Source: an optimization exercise on an open RTL-to-GDS flow (aim: small area). Production flows keep margins and buffers that such runs may drop.

## rev 12
==> module frame_sequencer, before the edit <==
module frame_sequencer
(
    input  logic       clk,
    input  logic       rstn,
    input  logic       head_flag,
    output logic       start,
    output logic       filter_en,
    output logic       update_en,
    output logic       out_load
);
    logic [4:0] s;
    assign start     = (s == 5'd0) && head_flag;
    logic       filt_q;
    logic       upd_q;
    assign filter_en = filt_q;
    assign update_en = upd_q;
    always_ff @(posedge clk or negedge rstn)
    begin
        if (!rstn)
        begin
            filt_q <= 1'b0;
            upd_q  <= 1'b0;
        end
        else
        begin
            filt_q <= start || ((s >= 5'd1) && (s <= 5'd7));    
            upd_q  <= (s >= 5'd9) && (s <= 5'd16);      
        end
    end
    assign out_load  = (s == 5'd10);
    always_ff @(posedge clk or negedge rstn)
    begin
        if (!rstn)
            s <= 5'd0;
        else if (s == 5'd0)
        begin
            if (head_flag)
                s <= 5'd1;
        end
        else if (s == 5'd18)
        begin
            if (!head_flag)
                s <= 5'd0;
        end
        else
            s <= s + 5'd1;
    end
endmodule
==> module ref_delay_line, before the edit <==
module ref_delay_line
(
    input  logic               clk,
    input  logic               rstn,
    input  logic               start,
    input  logic signed [13:0] reff,
    input  logic [2:0]         ptr,
    output logic signed [13:0] x,
    output logic               wv
);
    logic signed [13:0] ring [8];
    logic signed [13:0] xin;
    logic [2:0]         g;
    logic [3:0]         nf;
    logic               ins;
    assign ins = (ptr == ~g);
    always_ff @(posedge clk)
    begin
        ring[0] <= ins ? xin : ring[7];
        for (int i = 1; i < 8; i++)
            ring[i] <= ring[i-1];
    end
    always_ff @(posedge clk)
    begin
        if (start)
        begin
            xin <= reff;
            g   <= g + 3'd1;
        end
    end
    always_ff @(posedge clk or negedge rstn)
    begin
        if (!rstn)
            nf <= 4'd0;
        else if (start && !nf[3])
            nf <= nf + 4'd1;
    end
    assign wv = nf[3] | nf[2] | nf[1];
    always_comb
    begin
        if (!(nf[3] || (ptr < nf[2:0])))
            x = 14'sd0;
        else if (ptr == 3'd0)
            x = xin;
        else
            x = ring[g];
    end
endmodule
==> module lms_channel, before the edit <==
module lms_channel
(
    input  logic               clk,
    input  logic               start,
    input  logic               filter_en,
    input  logic               update_en,
    input  logic               wv,
    input  logic signed [13:0] primary,
    input  logic [6:0]         neg,
    input  logic [6:0]         one,
    input  logic [6:0]         two,
    output logic signed [13:0] err
);
    logic signed [15:0] w [8];
    logic signed [32:0] acc;
    logic signed [15:0] w_rd;
    logic signed [15:0] m;
    logic signed [32:0] addend;
    logic signed [32:0] t;
    logic signed [20:0] y;
    assign w_rd = wv ? w[7] : 16'sd0;
    assign y = ~acc[32:12];
    always_comb
    begin
        if (y[20:13] != {8{y[13]}})
            err = y[20] ? -14'sd8192 : 14'sd8191;
        else
            err = y[13:0];
    end
    assign m      = filter_en ? w_rd : 16'(err);
    assign addend = {acc[32:31], update_en ? w_rd : acc[30:15], update_en ? 15'd0 : acc[14:0]};
    anc_mac mac_i (
        .m   (m),
        .neg (neg),
        .one (one),
        .two (two),
        .add (addend),
        .t   (t)
    );
    always_ff @(posedge clk)
    begin
        if (start)
            acc <= {{7{~primary[13]}}, ~primary, 12'd0};
        else if (filter_en)
            acc <= t;
    end
    always_ff @(posedge clk)
    begin
        w[0] <= update_en ? t[30:15] : w[7];
        for (int i = 1; i < 8; i++)
            w[i] <= w[i-1];
    end
endmodule
==> flow/config.mk <==
export PLATFORM = sky130hd
export DESIGN_NAME = anc_top
export DESIGN_NICKNAME = anc_top
export VERILOG_FILES = /design/flow/design.v
export SDC_FILE = /design/flow/constraint.sdc
export NUM_CORES = 4
export LEC_CHECK = 0
export ABC_AREA = 1
export CAP_MARGIN = 20
export CORE_MARGIN = 2
export CORE_UTILIZATION = 65
export SLEW_MARGIN = 20
==> flow/constraint.sdc <==
create_clock -name core_clock -period 12.0 [get_ports {clk}]
set_input_delay 2.4000 -clock core_clock [delete_from_list [all_inputs] [get_ports {clk}]]
set_output_delay 2.4000 -clock core_clock [all_outputs]
set_load 0.01 [all_outputs]
standard.sh (not shown) runs the stock make flow with config.mk's settings and CLKGATE_MAP_FILE= SYNTH_SCRIPT=/design/flow/synth_recipe.tcl, a recipe that flattens the netlist after the stock synthesis.
==> flow/flow/run.sh <==
#!/bin/bash
# Layout flow: the standard synthesis and layout, with these changes.
#  1. After the standard synthesis (unchanged), flow/invopt.py chooses signal
#     polarities to save inverters: full-adder cells are self-dual, xor2/xnor2
#     and and/or-type cells have complemented twins, and half adders can be
#     rebuilt from an xor and a 2-input gate. Registers are not touched.
#  2. The layout then runs with the smallest port buffers and a coarser
#     clock tree without dummy loads (flow/layout_args.sh).
# Each step writes its full output to a log file in this folder.
set -euo pipefail
R=orfs/results/sky130hd/anc_top/base
bash standard.sh synth > synth.log 2>&1
cp $R/1_2_yosys.v 1_2_yosys_standard.v
python3 flow/invopt.py 1_2_yosys_standard.v $R/1_2_yosys.v > invopt.log 2>&1
touch $R/1_2_yosys.v
source flow/layout_args.sh
bash standard.sh "${LAYOUT_ARGS[@]}" finish > layout.log 2>&1
Other scripts of this flow, unchanged in this note and not shown: flow/flow/invopt.py, flow/flow/layout_args.sh
Relative to rev 12, the following input files were edited for rev 13:
--- a/flow/design.v
+++ b/flow/design.v
@@ -44,7 +44,7 @@
         end
         else
         begin
-            filt_q <= start || ((s >= 5'd1) && (s <= 5'd7));    
+            filt_q <= (s >= 5'd1) && (s <= 5'd8);       
             upd_q  <= (s >= 5'd9) && (s <= 5'd16);      
         end
     end
@@ -113,14 +113,14 @@
             nf <= nf + 4'd1;
     end
     assign wv = nf[3] | nf[2] | nf[1];
-    always_comb
+    always_ff @(posedge clk)
     begin
         if (!(nf[3] || (ptr < nf[2:0])))
-            x = 14'sd0;
+            x <= 14'sd0;
         else if (ptr == 3'd0)
-            x = xin;
+            x <= xin;
         else
-            x = ring[g];
+            x <= ring[g];
     end
 endmodule
 module lms_channel
@@ -143,7 +143,7 @@
     logic signed [32:0] addend;
     logic signed [32:0] t;
     logic signed [20:0] y;
-    assign w_rd = wv ? w[7] : 16'sd0;
+    assign w_rd = wv ? w[0] : 16'sd0;
     assign y = ~acc[32:12];
     always_comb
     begin
@@ -171,8 +171,9 @@
     end
     always_ff @(posedge clk)
     begin
-        w[0] <= update_en ? t[30:15] : w[7];
-        for (int i = 1; i < 8; i++)
+        w[0] <= w[7];
+        w[1] <= update_en ? t[30:15] : w[0];
+        for (int i = 2; i < 8; i++)
             w[i] <= w[i-1];
     end
 endmodule
Final cell utilization of the core delta for rev 13 relative to rev 12: 0.20 points higher
Compared to rev 12, rev 13 has maximum frequency 0.35 MHz higher.
Side by side, top fanout value on the critical path turned out higher in rev 13 than in rev 12.
dfxtp_1 as the most frequent standard cell in the layout excluding fill and tap cells was reported by rev 13, and nand2_1 by rev 12.
Going from rev 12 to rev 13, worst slack on hold paths went down; worst path required time went up; layout-stage area growth over the synthesis result went up; wire length went up.
Of rev 12 and rev 13, rev 12 shows the higher design area, with rev 13 below it.
No functional check of the RTL was part of any run of this note.

[static timing again, ports no longer ideal]
Ports are ideal in the flow. The routed layouts listed here were re-timed in OpenROAD. Step 1 assumes that a clkbuf_16 drives the clock port and a buf_2 every other input. Step 2, shift: input delay + t, output delay - t, t = (earliest + latest rising clock arrival at the registers) / 2. This alone moves slack from input paths to output paths. Slacks: no drivers / after step 1 / after step 2; pairs: no drivers / after step 1.
run	t (ns)	slack for setup (ns)	worst setup path after step 2	worst slew at a driven data input, ns
rev 12	0.593	0.453 / 0.453 / 0.453	register to register	0.05
rev 13	0.625	0.501 / 0.501 / 0.501	register to register	0.04
After both steps setup and hold are still met in every run listed.
